Source: an optimization exercise on an open RTL-to-GDS flow (aim: small area). Production flows keep margins and buffers that such runs may drop. The RTL was checked by simulation tests, not by an equivalence proof against the original design. Power is estimated from default activity; no workload was simulated.

Setup of P:
==> flow/design.v <==
`timescale 1ns/10ps
`default_nettype none
module serial_debug (
    input  wire        i_clk,
    input  wire        i_rst_n,
    input  wire        i_enable,            
    input  wire        i_frame_tick,
    input  wire        i_pixel_valid,
    input  wire [11:0] i_cpu_pc,
    input  wire [15:0] i_cpu_instr_count,
    input  wire        i_cpu_running,
    input  wire        i_pixel_strobe,
    input  wire [31:0] i_pixel_count,
    input  wire [9:0]  i_pixel_x,
    input  wire [9:0]  i_pixel_y,
    input  wire [2:0]  i_pixel_brightness,
    output logic       o_uart_tx
);
    localparam logic [3:0] PH_IDLE  = 4'd0;
    localparam logic [3:0] PH_PRE   = 4'd1;    
    localparam logic [3:0] PH_START = 4'd2;
    localparam logic [3:0] PH_STOP  = 4'd3;
    logic        r_tick_d, r_strobe_d;
    logic        r_freq, r_preq;
    logic [15:0] r_fcnt;             
    logic [15:0] r_pv_cnt;           
    logic [15:0] r_pv_lat;           
    logic [31:0] r_cnt;
    logic [9:0]  r_x, r_y;
    logic [2:0]  r_bri;
    logic        r_lact;             
    logic        r_lastc;            
    logic        r_src;              
    logic [4:0]  r_idx;              
    logic [3:0]  r_ph;
    logic [8:0]  r_cc;               
    wire tick_rise   = i_frame_tick & ~r_tick_d;
    wire strobe_rise = i_pixel_strobe & ~r_strobe_d;
    wire grant  = ~r_lact & (r_preq | r_freq);
    wire pgrant = ~r_lact & r_preq;
    wire fgrant = ~r_lact & r_freq & ~r_preq;
    function automatic logic [15:0] bcd_inc(input logic [15:0] v);
        logic c;
        c = 1'b1;
        for (int i = 0; i < 4; i++) begin
            if (c) begin
                if (v[4*i +: 4] == 4'd9) v[4*i +: 4] = 4'd0;
                else begin
                    v[4*i +: 4] = v[4*i +: 4] + 4'd1;
                    c = 1'b0;
                end
            end
        end
        bcd_inc = v;
    endfunction
    always_ff @(posedge i_clk) begin
        if (!i_rst_n) begin
            r_tick_d   <= 1'b0;
            r_strobe_d <= 1'b0;
            r_fcnt     <= 16'hFFFF;
            r_pv_cnt   <= 16'd0;
            r_freq     <= 1'b0;
            r_preq     <= 1'b0;
        end else begin
            r_tick_d   <= i_frame_tick;
            r_strobe_d <= i_pixel_strobe;
            if (tick_rise) begin
                r_fcnt   <= r_fcnt + 16'd1;
                r_pv_cnt <= {15'd0, i_pixel_valid};
            end else if (i_pixel_valid) begin
                r_pv_cnt <= bcd_inc(r_pv_cnt);
            end
            if (!i_enable)        r_freq <= 1'b0;
            else if (tick_rise)   r_freq <= 1'b1;
            else if (fgrant)      r_freq <= 1'b0;
            if (!i_enable)        r_preq <= 1'b0;
            else if (strobe_rise) r_preq <= 1'b1;
            else if (pgrant)      r_preq <= 1'b0;
        end
    end
    always_ff @(posedge i_clk) begin
        if (tick_rise)
            r_pv_lat <= r_pv_cnt;
        if (strobe_rise) begin
            r_cnt <= i_pixel_count;
            r_x   <= i_pixel_x;
            r_y   <= i_pixel_y;
            r_bri <= i_pixel_brightness;
        end
    end
    wire       bit_done = (r_cc == 9'd441);
    wire [4:0] last_idx = r_src ? 5'd24 : 5'd30;
    always_ff @(posedge i_clk) begin
        if (!i_rst_n) begin
            r_lact  <= 1'b0;
            r_lastc <= 1'b0;
            r_ph    <= PH_IDLE;
        end else begin
            if (grant)
                r_lact <= 1'b1;
            case (r_ph)
                PH_IDLE:  if (r_lact) r_ph <= PH_PRE;
                PH_PRE:   r_ph <= PH_START;
                PH_START: begin
                    if (r_cc == 9'd0 && !r_lastc && r_idx == last_idx) begin
                        r_lact  <= 1'b0;
                        r_lastc <= 1'b1;
                    end
                    if (bit_done) r_ph <= 4'd8;
                end
                PH_STOP:  if (bit_done) begin
                    r_ph    <= PH_IDLE;
                    r_lastc <= 1'b0;
                end
                default:  if (bit_done) r_ph <= (r_ph == 4'd15) ? PH_STOP : r_ph + 4'd1;
            endcase
        end
    end
    always_ff @(posedge i_clk) begin
        if (r_ph == PH_IDLE || r_ph == PH_PRE || bit_done)
            r_cc <= 9'd0;
        else
            r_cc <= r_cc + 9'd1;
        if (grant) begin
            r_src <= r_preq;
            r_idx <= 5'd0;
        end else if (r_ph == PH_STOP && bit_done && !r_lastc) begin
            r_idx <= r_idx + 5'd1;
        end
    end
    logic [59:0] ring;
    logic [2:0]  s4;
    wire       c0    = (r_ph == PH_START) & ~r_lastc & r_src & (r_idx == 5'd0);
    wire [4:0] k     = r_cc[4:0];
    wire       pconv = c0 & (r_cc[8:5] == 4'd0);                           
    wire       rot_a = c0 & (r_cc[8:4] == 5'b00010) & ~(r_cc[3] & r_cc[2]);  
    wire       xconv = c0 & (r_cc[8:4] == 5'b00100) & (r_cc[3:0] < 4'd10);  
    wire       rot_b = c0 & (r_cc[8:4] == 5'b00101) & ~(r_cc[3] & r_cc[2]);  
    wire       yconv = c0 & (r_cc[8:4] == 5'b00110) & (r_cc[3:0] < 4'd10);  
    wire       xyconv = xconv | yconv;
    logic is_dig;
    always_comb begin
        if (r_src)
            is_dig = (r_idx >= 5'd2 && r_idx <= 5'd6) || (r_idx >= 5'd10 && r_idx <= 5'd12) ||
                     (r_idx >= 5'd16 && r_idx <= 5'd18);
        else
            is_dig = (r_idx >= 5'd2 && r_idx <= 5'd5) || (r_idx >= 5'd10 && r_idx <= 5'd12) ||
                     (r_idx >= 5'd16 && r_idx <= 5'd19) || (r_idx >= 5'd23 && r_idx <= 5'd26);
    end
    wire rot_out = (r_ph == PH_STOP) & ~r_lastc & (r_cc[8:2] == 7'd0) & is_dig;
    wire grot    = rot_a | rot_b | rot_out;
    logic [4:0] g;
    always_comb begin
        g[0] = pconv | (xyconv & (k[3:0] >= 4'd2));
        g[1] = (pconv & (k >= 5'd4)) | (xyconv & (k[3:0] >= 4'd6));
        g[2] = (pconv & (k >= 5'd8)) | (xyconv & (k[3:0] >= 4'd9));
        g[3] = pconv & (k >= 5'd12);
        g[4] = pconv & (k >= 5'd16);
    end
    logic [19:0] a;
    always_comb begin
        for (int j = 0; j < 5; j++) begin
            logic [3:0] d;
            logic       d3, t;
            d = ring[4*j +: 4];
            d3 = (j == 2) ? (d[3] & pconv) : d[3];
            t = g[j] & (d3 | (d[2] & (d[1] | d[0])));
            a[4*j]     = d[0] ^ t;
            a[4*j + 1] = d[1] ^ (t & ~d[0]);
            a[4*j + 2] = t ? (d3 & d[0]) : d[2];
            a[4*j + 3] = d[3] | t;
        end
    end
    wire [59:0] sh = {ring[58:20], a, (grot ? ring[59] : pconv ? ring[35] : ring[11])};
    always_ff @(posedge i_clk) begin
        if (pgrant) begin
            ring <= {r_x, 2'b00, r_y, 2'b00, r_cnt, 4'b0000};
            s4   <= r_bri;
        end else if (fgrant) begin
            ring <= {r_pv_lat, r_fcnt, i_cpu_pc, i_cpu_instr_count};
            s4   <= {2'b00, i_cpu_running};
        end else begin
            if (grot)
                ring[59:36] <= sh[59:36];
            if (grot | pconv)
                ring[35:12] <= sh[35:12];
            if (grot | pconv | xyconv)
                ring[11:0]  <= sh[11:0];
        end
    end
    function automatic logic [7:0] hex_ascii(input logic [3:0] n);
        hex_ascii = (n < 4'd10) ? (8'd48 + {4'd0, n}) : (8'd55 + {4'd0, n});
    endfunction
    wire [7:0] hd = hex_ascii(ring[43:40]);
    logic [7:0] ch;
    always_comb begin
        if (r_src) begin
            case (r_idx)
                5'd0:  ch = "P";
                5'd1:  ch = ":";
                5'd2, 5'd3, 5'd4, 5'd5, 5'd6: ch = hd;
                5'd8:  ch = "X";
                5'd9:  ch = ":";
                5'd10, 5'd11, 5'd12: ch = hd;
                5'd14: ch = "Y";
                5'd15: ch = ":";
                5'd16, 5'd17, 5'd18: ch = hd;
                5'd20: ch = "B";
                5'd21: ch = ":";
                5'd22: ch = {5'b00110, s4};
                5'd23: ch = 8'h0D;
                5'd24: ch = 8'h0A;
                default: ch = " ";
            endcase
        end else begin
            case (r_idx)
                5'd0:  ch = "F";
                5'd1:  ch = ":";
                5'd2, 5'd3, 5'd4, 5'd5: ch = hd;
                5'd7:  ch = "P";
                5'd8:  ch = "C";
                5'd9:  ch = ":";
                5'd10, 5'd11, 5'd12: ch = hd;
                5'd14: ch = "I";
                5'd15: ch = ":";
                5'd16, 5'd17, 5'd18, 5'd19: ch = hd;
                5'd21: ch = "V";
                5'd22: ch = ":";
                5'd23, 5'd24, 5'd25, 5'd26: ch = hd;
                5'd28: ch = s4[0] ? "R" : ".";
                5'd29: ch = 8'h0D;
                5'd30: ch = 8'h0A;
                default: ch = " ";
            endcase
        end
        if (r_lastc)
            ch = 8'h0A;
    end
    always_comb begin
        if (r_ph[3])
            o_uart_tx = ch[r_ph[2:0]];
        else
            o_uart_tx = (r_ph != PH_START);
    end
endmodule
`default_nettype wire
clock: 30.0 ns
lec_check: 0
abc_area: 1
cap_margin: 20
core_margin: 2
core_utilization: 40
slew_margin: 20
run.sh (not shown) runs the stock make flow with config.mk's settings and CLKGATE_MAP_FILE= SYNTH_SCRIPT=/design/flow/synth_recipe.tcl, a recipe that flattens the netlist after the stock synthesis.
Edits applied to the flow inputs when going from P to Q:
# P
export LEC_CHECK = 0
export ABC_AREA = 1
export CAP_MARGIN = 20
export CORE_MARGIN = 2
export CORE_UTILIZATION = 40
export SLEW_MARGIN = 20
create_clock -name core_clock -period 30.0 [get_ports {i_clk}]
# Q
export LEC_CHECK = 0
export ABC_AREA = 1
export CAP_MARGIN = 20
export CORE_MARGIN = 2
export CORE_UTILIZATION = 70
export SLEW_MARGIN = 20
create_clock -name core_clock -period 30.0 [get_ports {i_clk}]
==> flow/flow/run.sh (new file) <==
#!/bin/bash
# Standard layout, with the port buffers made from the smallest buffer cell
# and a clock tree of clkbuf_8 without dummy loads.
set -e
export BUFFER_PORTS_ARGS="-buffer_cell sky130_fd_sc_hd__buf_1"
export CTS_ARGS="-sink_clustering_enable -repair_clock_nets -dont_use_dummy_load -buf_list sky130_fd_sc_hd__clkbuf_8"
bash standard.sh > standard.log 2>&1
==> flow/standard.sh (new file) <==
#!/bin/bash
# synth_recipe.tcl (not shown) runs the flow's synth.tcl, then flattens the netlist and writes it again
# the make line also repeats each setting of config.mk as NAME=value (left out here)
make -C /OpenROAD-flow-scripts/flow DESIGN_CONFIG=/design/flow/config.mk WORK_HOME=/design/flow/orfs CLKGATE_MAP_FILE= SYNTH_SCRIPT=/design/flow/synth_recipe.tcl "${@:-finish}"
removed: flow/run.sh
## What came out
On part of the cycle the worst path needs, the lower figure sits with Q, not P.
Going from P to Q, global routing met3 resource utilization went up 1.5 points, setup slack after placement went up 360 ps, register fraction of the total cell area went up 5.1 points.
What R does differently from Q at the input level:
# Q
export LEC_CHECK = 0
export ABC_AREA = 1
export CAP_MARGIN = 20
export CORE_MARGIN = 2
export CORE_UTILIZATION = 70
export SLEW_MARGIN = 20
create_clock -name core_clock -period 30.0 [get_ports {i_clk}]
# R
export LEC_CHECK = 0
export ABC_AREA = 1
export CAP_MARGIN = 20
export CORE_MARGIN = 2
export CORE_UTILIZATION = 40
export SLEW_MARGIN = 20
create_clock -name core_clock -period 30.0 [get_ports {i_clk}]
==> flow/flow/run.sh <==
#!/bin/bash
# Standard layout with three changes in how it is made:
#  - abc maps the logic with an area-only script (flip-flops untouched)
#  - port buffers use the smallest buffer cell
#  - the clock tree uses clkbuf_8 without dummy loads
set -e
HERE=$(pwd)
cp -r "$FLOW_HOME/scripts" "$HERE/scripts"
cp "$HERE/flow/abc_area.script" "$HERE/scripts/abc_area.script"
export SCRIPTS_DIR="$HERE/scripts"
export BUFFER_PORTS_ARGS="-buffer_cell sky130_fd_sc_hd__buf_1"
export CTS_ARGS="${CTS_ARGS_OVERRIDE:--sink_clustering_enable -repair_clock_nets -dont_use_dummy_load -buf_list sky130_fd_sc_hd__clkbuf_8 -sink_clustering_size 30}"
bash standard.sh > standard.log 2>&1
==> flow/flow/abc_area.script (new file) <==
strash
dch -f
map -a
strash
dch -f
map -a
topo
[summary]
- The final layouts of Q and R pass the timing, DRC and antenna checks.
- R vs Q, leakage power went down by 15%.
- Going from Q to R, the area of the core was found to have gone up by about 70%.
- Q has a lower part of the total power dissipated in the clock network than R.
- Delta (R minus Q): number of cells on the worst reg-to-reg path higher; design area moved down; post-route non-filler standard cell count went up 93.
- In the flow results for Q and R, the critical path buffer and inverter count is smaller on Q.
## Diff of input files: S against R
# R
export LEC_CHECK = 0
export ABC_AREA = 1
export CAP_MARGIN = 20
export CORE_MARGIN = 2
export CORE_UTILIZATION = 40
export SLEW_MARGIN = 20
create_clock -name core_clock -period 30.0 [get_ports {i_clk}]
# S
export LEC_CHECK = 0
export ABC_AREA = 1
export CAP_MARGIN = 20
export CORE_MARGIN = 2
export CORE_UTILIZATION = 40
export CTS_BUF_LIST = sky130_fd_sc_hd__clkbuf_8
export SLEW_MARGIN = 20
create_clock -name core_clock -period 30.0 [get_ports {i_clk}]
==> flow/run.sh (new file) <==
#!/bin/bash
# synth_recipe.tcl (not shown) runs the flow's synth.tcl, then flattens the netlist and writes it again
# the make line also repeats each setting of config.mk as NAME=value (left out here)
make -C /OpenROAD-flow-scripts/flow DESIGN_CONFIG=/design/flow/config.mk WORK_HOME=/design/flow/orfs CLKGATE_MAP_FILE= SYNTH_SCRIPT=/design/flow/synth_recipe.tcl finish
removed: flow/flow/run.sh
removed: flow/flow/abc_area.script
removed: flow/standard.sh
Notes after the runs:
- Sort R and S by unique cell type count in the Yosys netlist desc -> top: S
- S vs R, number of non-clock buffers went down by 1.
- Between R and S, the share of synthesized area occupied by flip-flops and latches is lower for S.
- Delta (S minus R): share of final layout cell area taken by clock buffers and inverters shows an increase of 1.4 points; power after layout shows an increase of 0.069 mW; mean instance size in the synthesized netlist shows a reduction of 0.10 µm².

== xenon ==
// serial_debug: RTL as listed in full above, without the edits since
Settings: LEC_CHECK=0, ABC_AREA=1, CAP_MARGIN=20, CORE_MARGIN=2, CORE_UTILIZATION=40, SLEW_MARGIN=20; clock period 30.0 ns.
standard.sh (not shown) runs the stock make flow with config.mk's settings and CLKGATE_MAP_FILE= SYNTH_SCRIPT=/design/flow/synth_recipe.tcl, a recipe that flattens the netlist after the stock synthesis.
==> flow/flow/run.sh <==
#!/bin/bash
# Standard layout with these changes in how it is made:
#  - synthesis: abc maps the logic with an area-only script, and adders are
#    left to abc instead of the ha/fa adder map (flip-flops untouched)
#  - port buffers use the smallest buffer cell
#  - the clock tree uses clkbuf_8 without dummy loads
set -e
HERE=$(pwd)
cp -r "$FLOW_HOME/scripts" "$HERE/scripts"
cp "$HERE/flow/abc_area.script" "$HERE/scripts/abc_area.script"
export SCRIPTS_DIR="$HERE/scripts"
export BUFFER_PORTS_ARGS="-buffer_cell sky130_fd_sc_hd__buf_1"
export CTS_ARGS="-sink_clustering_enable -repair_clock_nets -dont_use_dummy_load -buf_list sky130_fd_sc_hd__clkbuf_16 -sink_clustering_size 50 -sink_clustering_max_diameter 200"
bash standard.sh ADDER_MAP_FILE= finish > standard.log 2>&1
==> flow/flow/abc_area.script <==
strash
dch -f
map -a
strash
dch -f
map -a
strash
dch -f
map -a
topo
xenon reached the end of the flow, and the finished layout is clean on the timing, DRC and antenna checks.
#### Input delta (fjord over xenon)
--- a/flow/flow/run.sh
+++ b/flow/flow/run.sh
@@ -13 +13 @@
-export CTS_ARGS="-sink_clustering_enable -repair_clock_nets -dont_use_dummy_load -buf_list sky130_fd_sc_hd__clkbuf_16 -sink_clustering_size 50 -sink_clustering_max_diameter 200"
+export CTS_ARGS="-sink_clustering_enable -repair_clock_nets -dont_use_dummy_load -buf_list sky130_fd_sc_hd__clkbuf_8 -sink_buffer_max_cap_derate 0.5"
==> summary.txt <==
Compared with xenon, in fjord met3 wire length +140 um, clock period minus worst slack +0.020 ns, largest vdd supply drop -about 30%. The final layout from fjord, which completed every stage, passed the timing, DRC and antenna checks at the end of the flow.
Input-level comparison between pepper and fjord:
==> flow/flow/run.sh <==
#!/bin/bash
# Standard layout with three changes in how it is made:
#  - abc maps the logic with an area-only script (flip-flops untouched)
#  - port buffers use the smallest buffer cell
#  - the clock tree uses clkbuf_8 without dummy loads
set -e
HERE=$(pwd)
cp -r "$FLOW_HOME/scripts" "$HERE/scripts"
cp "$HERE/flow/abc_area.script" "$HERE/scripts/abc_area.script"
export SCRIPTS_DIR="$HERE/scripts"
export BUFFER_PORTS_ARGS="-buffer_cell sky130_fd_sc_hd__buf_1"
export CTS_ARGS="${CTS_ARGS_OVERRIDE:--sink_clustering_enable -repair_clock_nets -dont_use_dummy_load -buf_list sky130_fd_sc_hd__clkbuf_8}"
bash standard.sh > standard.log 2>&1
==> flow/flow/abc_area.script <==
strash
dch -f
map -a
strash
dch -f
map -a
topo
==> comparison <==
- Period utilization up 0.83 points in pepper wrt fjord
- Of fjord and pepper, pepper shows the higher number of gates on the worst path with buffers counted, with fjord below it.
- Re quantity of I/O buffers inserted on ports: no difference whatsoever between fjord and pepper.
- The flow did not stop early for pepper: all stages ran, and the layout cleared the timing, DRC and antenna checks.
- The final layout from fjord, which completed every stage, passed the timing, DRC and antenna checks at the end of the flow.
- NOTE total vias in the final route fjord->pepper increased by a little under 10%
- Compared with fjord, in pepper placeable core region went up about 7.5%, detailed-placement wirelength estimate went up about 3.5%, routed wire length went up about 2.6%, worst clock skew on the final layout went up 0.0090 ns, area added between synthesis and finish went down 0.84 points.
Input changes introduced in raven (baseline for comparison: pepper):
==> flow/flow/run.sh <==
#!/bin/bash
# Standard layout, with the port buffers made from the smallest buffer cell.
set -e
cp standard.sh standard_sh_copy.txt
export BUFFER_PORTS_ARGS="-buffer_cell sky130_fd_sc_hd__buf_1"
bash standard.sh > standard.log 2>&1
removed: flow/flow/abc_area.script
[summary]
pepper → raven: number of rows created at floorplan has increased; count of clock-buffer cells in the layout has remained practically unchanged; number of cells traversed by the worst register-to-register path has decreased.
## Diff of input files: yarrow against raven
==> flow/flow/run.sh <==
#!/bin/bash
# Standard layout with these changes in how it is made:
#  - synthesis: abc maps the logic with an area-only script, and adders are
#    left to abc instead of the ha/fa adder map (flip-flops untouched)
#  - port buffers use the smallest buffer cell
#  - the clock tree uses clkbuf_8 without dummy loads
set -e
HERE=$(pwd)
cp -r "$FLOW_HOME/scripts" "$HERE/scripts"
cp "$HERE/flow/abc_area.script" "$HERE/scripts/abc_area.script"
export SCRIPTS_DIR="$HERE/scripts"
export BUFFER_PORTS_ARGS="-buffer_cell sky130_fd_sc_hd__buf_1"
export CTS_ARGS="-sink_clustering_enable -repair_clock_nets -dont_use_dummy_load -buf_list sky130_fd_sc_hd__clkbuf_8"
bash standard.sh ADDER_MAP_FILE= finish > standard.log 2>&1
==> flow/flow/abc_area.script (new file) <==
strash
dch -f
map -a
strash
dch -f
map -a
strash
dch -f
map -a
topo
==> comparison <==
- The higher die area of raven and yarrow is in raven.
- The most common cell after layout, fill and taps aside comes out nor2_1 in one run and nand2_1 in the other, namely in yarrow and raven respectively.
- Lower number of logic stages on the critical path including buffering was reported by yarrow, not raven.
- yarrow ended up with a lower area of all placed cells without fillers than raven did.
- Power density over the cells in yarrow vs raven: down about 7%
- Wire: yarrow routes less than raven
- Between raven and yarrow, final critical-path setup slack is higher for raven, yarrow comes in under that.
> inputs changed (yarrow -> amber)
==> flow/flow/run.sh <==
#!/bin/bash
# Standard layout, with the port buffers made from the smallest buffer cell
# and a clock tree of clkbuf_8 without dummy loads.
set -e
export BUFFER_PORTS_ARGS="-buffer_cell sky130_fd_sc_hd__buf_1"
export CTS_ARGS="-sink_clustering_enable -repair_clock_nets -dont_use_dummy_load -buf_list sky130_fd_sc_hd__clkbuf_8"
bash standard.sh > standard.log 2>&1
removed: flow/flow/abc_area.script
[summary]
- amber finished every stage and its layout cleared the timing, DRC and antenna checks.
- Across both runs, wire length on met1 was higher for amber than for yarrow.
- Final cycle utilization of the critical path, yarrow and amber, higher one = yarrow.
- Comparing yarrow and amber, the higher die boundary height is on amber.

==> port drivers added, routing unchanged <==
How much do the figures lean on ideal ports? The routed layouts below were timed once more, with nothing changed but the port constraints. Step 1 sets driving cells, clkbuf_16 on the clock port and buf_2 on the other inputs (assumed; they add their load-dependent delay and slew). Step 2 adds t to the input delays and takes it off the output delays; t is the mean of the earliest and latest rising clock arrival at the registers after step 1. Input paths then give back, and output paths get back, about the clock's delay inside the block. Three values: ideal, step 1, step 2; two values: the first two.
run	t (ns)	setup slack, ns	worst setup path after step 2	latest minus earliest clock arrival (ns)
P	0.477	20.645 / 20.598 / 21.075	register to output	0.019 / 0.018
Q	0.477	21.119 / 21.079 / 21.438	input to register	0.032 / 0.032
R	0.485	20.232 / 20.191 / 20.676	register to output	0.040 / 0.040
S	0.515	20.604 / 20.561 / 21.076	register to output	0.023 / 0.024
xenon	0.452	20.502 / 20.461 / 20.913	register to output	0.023 / 0.022
fjord	0.479	20.481 / 20.444 / 20.922	register to output	0.030 / 0.031
pepper	0.485	20.232 / 20.191 / 20.676	register to output	0.040 / 0.040
raven	0.480	21.065 / 21.022 / 21.502	register to output	0.017 / 0.017
yarrow	0.479	20.481 / 20.444 / 20.922	register to output	0.030 / 0.031
amber	0.480	21.087 / 21.046 / 21.525	register to output	0.041 / 0.041
After both steps every run listed still meets setup and hold.
